This is an optimization exercise on Yosys and OpenROAD, whose aim is small area, a short achievable clock period and few clock cycles per item, not a production implementation.
At most, simulation tests tie the RTL to the original design; equivalence was not proved.
Power is estimated from default activity; no workload was simulated.

## north
## rgb_to_ycbcr_block_builder_unit
module rgb_to_ycbcr_block_builder_unit (
  input  wire logic              clk_i,
  input  wire logic              rst_ni,
  input  wire logic              in_vld_i,
  output logic                   in_stall_o,
  input  wire logic              kind_i,
  input  wire logic [7:0]        red_i,
  input  wire logic [7:0]        green_i,
  input  wire logic [7:0]        blue_i,
  output logic                   out_vld_o,
  input  wire logic              out_stall_i,
  output logic                   pixel_taken_o,
  output logic                   sample_valid_o,
  output logic signed [8:0]      sample_o,
  output logic        [1:0]      block_type_o,
  output logic        [5:0]      element_index_o,
  output logic                   last_of_block_o
);
clock: 7.0 ns
lec_check: 0
cap_margin: 20
core_margin: 2
core_utilization: 65
cts_cluster_diameter: 100
cts_cluster_size: 30
gpl_timing_driven: 1
setup_slack_margin: 4.4
slew_margin: 20
run.sh (not shown) runs the stock make flow with config.mk's settings and CLKGATE_MAP_FILE= SYNTH_SCRIPT=/design/flow/synth_recipe.tcl, a recipe that flattens the netlist after the stock synthesis.
north went all the way through the flow, and no timing, DRC or antenna check failed.
Here is what was changed in the inputs of south compared with north.
- changing CORE_UTILIZATION from 65 to 60
- removing GPL_TIMING_DRIVEN (formerly 1)
[summary]
south falls short of north in total power after layout. Between north and south, the met1 track utilization from global routing is lower for south. Die width on south is up relative to north. In the tables for north and south, met2 track demand over resource in global routing reads higher with north. Looking at setup slack across both flows, south is the stronger of the two, with north trailing. Compared with north, south degrades wire length. The end of the critical path comes out sample_o[5] in one run and sample_o[4] in the other, namely in south and north respectively.
What east does differently from south at the input level:
- CORE_UTILIZATION: 60 -> 65
- SETUP_SLACK_MARGIN: 4.4 -> 4.3
==> comparison <==
- Between east and south, the hold slack figures differ only marginally.
- Mean instance size in the synthesized netlist came out exactly the same in east and south.
- Setup slack: east more than south
- For the count of clock-buffer cells in the layout, east came in 1 higher than south did.
- In the reports for east and south, the smaller cell count belongs to east.
- Re inverter count of the layout excluding clock inverters: no difference whatsoever between east and south.
diff inputs: east => west
- SETUP_SLACK_MARGIN: 4.3 -> 4.4
- CTS_CLUSTER_SIZE: 30 -> 28
Notes after the runs:
- Per the comparison of west with east, number of buffers outside the clock class in the layout went up 1.3%; minimum clock period after layout went up 0.0061 ns; final worst setup slack went down 0.0061 ns.
- Any difference in placed cell count between east and west is small enough to ignore.
- Changes observed in west relative to east: detailed-route wire length did not really move, share of total power in the clock network climbed 0.6 points, via count shows an increase of about 0.6%, overall die area about even.
- Relative to east, worst clock skew has increased by 0.0062 ns in west.
- Diff east -> west | routability-driven placement congestion ratio | decrease of about 6%
Function was not checked in any run of this note: the RTL went through the layout flow alone.

* * *

Another version of the RTL of rgb_to_ycbcr_block_builder_unit (not shown whole).
For scale: roughly 1,900 flip-flops, about 51 I/O pins.
export LEC_CHECK = 0
export CAP_MARGIN = 20
export CORE_MARGIN = 2
export CORE_UTILIZATION = 65
export CTS_CLUSTER_DIAMETER = 100
export CTS_CLUSTER_SIZE = 30
export GPL_ROUTABILITY_DRIVEN = 0
export GPL_TIMING_DRIVEN = 1
export SETUP_SLACK_MARGIN = 4.4
export SLEW_MARGIN = 20
create_clock -name core_clock -period 7.0 [get_ports {clk_i}]
Testbench counts at the start, summed over its fixed seeds: cycles 39,032, items 32,768.
==> next run, changes <==
--- a/flow/config.mk
+++ b/flow/config.mk
@@ -9,7 +9,6 @@
 export CORE_MARGIN = 2
-export CORE_UTILIZATION = 65
+export CORE_UTILIZATION = 60
 export CTS_CLUSTER_DIAMETER = 100
 export CTS_CLUSTER_SIZE = 30
-export GPL_ROUTABILITY_DRIVEN = 0
-export GPL_TIMING_DRIVEN = 1
+export PLACE_DENSITY = 0.7
 export SETUP_SLACK_MARGIN = 4.4
Effect: The changed run ran to the end with no violations; worst setup slack got worse by 0.079 ns; via count stays flat; non-clock buffer count rises by 12.
==> next run, changes <==
--- a/flow/config.mk
+++ b/flow/config.mk
@@ -9,6 +9,6 @@
 export CORE_MARGIN = 2
-export CORE_UTILIZATION = 60
-export CTS_CLUSTER_DIAMETER = 100
-export CTS_CLUSTER_SIZE = 30
-export PLACE_DENSITY = 0.7
+export CORE_UTILIZATION = 65
+export CTS_BUF_LIST = sky130_fd_sc_hd__clkbuf_8
+export CTS_CLUSTER_DIAMETER = 60
+export CTS_CLUSTER_SIZE = 16
 export SETUP_SLACK_MARGIN = 4.4
The new run completed without violations; total power stays flat; critical path depth is unchanged; design area barely changes; die area falls by a little under a tenth.
==> next run, changes <==
--- a/flow/config.mk
+++ b/flow/config.mk
@@ -7,2 +7,3 @@
 export LEC_CHECK = 0
+export ABC_CLOCK_PERIOD_IN_PS = 2500
 export CAP_MARGIN = 20
@@ -10,5 +11,4 @@
 export CORE_UTILIZATION = 65
-export CTS_BUF_LIST = sky130_fd_sc_hd__clkbuf_8
-export CTS_CLUSTER_DIAMETER = 60
-export CTS_CLUSTER_SIZE = 16
+export CTS_CLUSTER_DIAMETER = 100
+export CTS_CLUSTER_SIZE = 30
 export SETUP_SLACK_MARGIN = 4.4
Result: Sequential share of layout area came out higher by 0.20 points; final area is about the same; die area does not change; sequential cell count does not change; via count decreases by 1.5%; worst setup slack is better by 0.14 ns; non-clock buffer count does not change; clock-buffer cell count falls by 52; register-to-register slack barely changes; synthesized area stays the same.

afterwards: timing with drivers on the ports:
The flow's constraints put no driver on any port. The routed layouts listed below were extracted and timed again, unchanged, in two steps.
Step 1, drivers: a clkbuf_16 drives clk_i and a buf_2 each remaining input, both assumed.
Step 2 also shifts input and output timing later by t, the mid clock arrival at the registers, as if the neighbouring blocks saw the same clock.
a / b / c = no drivers / after step 1 / after step 2; a / b = the first two.
| run | t, ns | setup slack, ns | cell pins on the clock port's net |
|---|---|---|---|
| north | 0.713 | 4.344 / 4.279 / 3.820 | 1 |
| south | 0.712 | 4.355 / 4.291 / 3.773 | 1 |
| east | 0.699 | 4.368 / 4.301 / 3.823 | 1 |
| west | 0.707 | 4.362 / 4.292 / 3.821 | 1 |
| the first run of note 2 | 0.706 | 4.407 / 4.345 / 3.841 | 1 |
| the second run of note 2 | 0.705 | 4.329 / 4.262 / 3.963 | 1 |
| the third run of note 2 | 0.841 | 4.281 / 4.213 / 3.737 | 1 |
| the fourth run of note 2 | 0.712 | 4.417 / 4.350 / 3.840 | 1 |
After both steps setup and hold are still met in every run listed. The setup slack of south, which loses most, moves by -0.064 ns with the drivers and by -0.582 ns with both steps.
